Context: an optimization exercise on an open-source flow, tuned for a short achievable clock period and few clock cycles. The choices shown serve that exercise and are no tape-out recipe.
In this exercise RTL edits were held to simulation tests only and were not proved equivalent to the original.
Power is estimated from default activity; no workload was simulated.

==> flow/design.v (excerpt) <==
module cpu_core #(
   parameter int data_w = 32,
   parameter int pc_w   = 8
) (
   input  logic                           clk,
   input  logic                           arst_n,
   output logic                           fetch_req,
   output logic [pc_w-1:0]                fetch_pc,
   input  logic [isa_pkg::code_w-1:0]     fetch_code,
   input  logic                           fetch_ack,
   output logic                           wb_valid,
   output logic [isa_pkg::reg_addr_w-1:0] wb_addr,
   output logic [data_w-1:0]              wb_data,
   output logic                           halted
);
   localparam int n_words = 1 << (pc_w - 1);    
   logic [n_words-1:0][15:0] icache_q;
   logic [n_words-1:0] ival_q;
   logic [n_words-1:0] itag_q;       
   function automatic logic present(input logic [pc_w-1:0] a);
      present = ival_q[a[pc_w-2:0]] && (itag_q[a[pc_w-2:0]] == a[pc_w-1]);
   endfunction
   logic               wr_q;         
   logic [pc_w-1:0]    wa_q;
   logic [15:0]        wd_q;
   logic [n_words-1:0] wen_q;        
   always_ff @(posedge clk) begin
      for (int i = 0; i < n_words; i++) if (wen_q[i]) begin
         icache_q[i] <= wd_q;
         itag_q[i]   <= wa_q[pc_w-1];
      end
   end
   logic            req_q;
   logic [pc_w-1:0] fa_q;            
   logic [pc_w-1:0] pf_q;            
   logic            ack_now, idle;
   assign ack_now = req_q && fetch_ack;
   assign idle    = !req_q && !fetch_ack;
   logic [pc_w-1:0]   fpc_q;
   logic              dv_q;
   logic [15:0]       dc_q;
   logic [pc_w-1:0]   dpc_q;
   logic              stop_q, halt_q;
   logic [pc_w-1:0]   stop_pc_q;
   logic [data_w-1:0] regs [16];
  ...
Size: about 8600 cells after synthesis, roughly 66 I/O pins.
export LEC_CHECK = 0
export ABC_CLOCK_PERIOD_IN_PS = 3000
export CAP_MARGIN = 20
export CORE_MARGIN = 2
export CORE_UTILIZATION = 40
export SLEW_MARGIN = 20
export SYNTH_MEMORY_MAX_BITS = 8192
create_clock -name core_clock -period 11.0 [get_ports {clk}]
standard.sh (not shown) runs the stock make flow with config.mk's settings and CLKGATE_MAP_FILE= SYNTH_SCRIPT=/design/flow/synth_recipe.tcl, a recipe that flattens the netlist after the stock synthesis.
==> flow/flow/run.sh <==
#!/bin/bash
# Standard layout, with repair_timing aiming well below the 11 ns clock
# (setup margin) so that the achieved period is pushed down. Constraints
# are the design's own.
set -uo pipefail
bash standard.sh SETUP_SLACK_MARGIN=${MARGIN:-7.8} finish > standard_flow.log 2>&1
The baseline completed without violations.
Testbench counts at the start, summed over its fixed seeds: cycles 23,639.
Change:
CORE_UTILIZATION = 50   (was 40)
Critical path depth is unchanged.
Fmax hardly moves.
Area after synthesis is unchanged.
Sequential power stays flat.
Die area decreases by 20%.
Routed wire length increases by about 1.7%.
Design area is about the same.
Utilization came out higher by 12 points.
Clock skew drops by 15 ps.
Synthesized cell count is unchanged.

---

alpha:
cpu_core, a different RTL version from the one above (not shown whole).
Size: ~4300 cells after synthesis, about 650 flip-flops, roughly 0.038 mm² of cells after synthesis.
export LEC_CHECK = 0
export ABC_CLOCK_PERIOD_IN_PS = 2500
export CAP_MARGIN = 20
export CORE_MARGIN = 2
export CORE_UTILIZATION = 40
export SLEW_MARGIN = 20
create_clock -name core_clock -period 11.0 [get_ports {clk}]
Scripts as last shown in full above: flow/flow/run.sh
Testbench counts of alpha, summed over its fixed seeds: cycles 33,308.
## Diff of input files: beta against alpha
Settings: SETUP_SLACK_MARGIN: unset -> 5.
==> flow/run.sh (new file) <==
#!/bin/bash
# synth_recipe.tcl (not shown) runs the flow's synth.tcl, then flattens the netlist and writes it again
# the make line also repeats each setting of config.mk as NAME=value (left out here)
make -C /OpenROAD-flow-scripts/flow DESIGN_CONFIG=/design/flow/config.mk WORK_HOME=/design/flow/orfs CLKGATE_MAP_FILE= SYNTH_SCRIPT=/design/flow/synth_recipe.tcl finish
removed: flow/flow/run.sh
removed: flow/standard.sh
### Flow results
[compare] base=alpha new=beta: via count went down by 3413; non-clock buffer count went down by 248; critical path depth went down by 3; sum of routed wire length over all layers went down by 13%. For alpha, the capturing element of the worst setup path was pc_q[2], unlike beta, where it was pc_q[4]. The total global routing track utilization reported for beta is smaller than that of alpha by 3.3 points.

==> separate check: timing with driven ports <==
The results above use ideal ports. As a check the final layouts listed here were re-extracted and re-timed, cells and wires unchanged.
Step 1: set_driving_cell puts a clkbuf_16 on clk and a buf_2 on each other input, an assumption about the parent block.
Step 2 adds t to the input delays and takes it off the output delays; t is the mean of the earliest and latest rising clock arrival at the registers after step 1. Input paths then give back, and output paths get back, about the clock's delay inside the block.
a / b / c = ideal / step 1 / step 2; a / b = the first two.
run	t (ns)	slack for setup (ns)	hold slack, ns	worst data-port slew with drivers (ns)
the first run of note 1	1.036	7.165 / 7.064 / 6.594	0.347 / 0.347 / 0.347	0.21
the second run of note 1	1.022	7.170 / 7.072 / 6.963	0.347 / 0.347 / 0.347	0.30
alpha	0.725	6.905 / 6.905 / 6.905	0.467 / 0.467 / 0.467	0.08
beta	0.711	5.319 / 5.319 / 5.319	0.469 / 0.469 / 0.469	0.10
After both steps setup and hold are still met in every run listed. For the first run of note 1, which loses most, drivers alone change the setup slack by -0.101 ns; drivers and shift together by -0.571 ns.
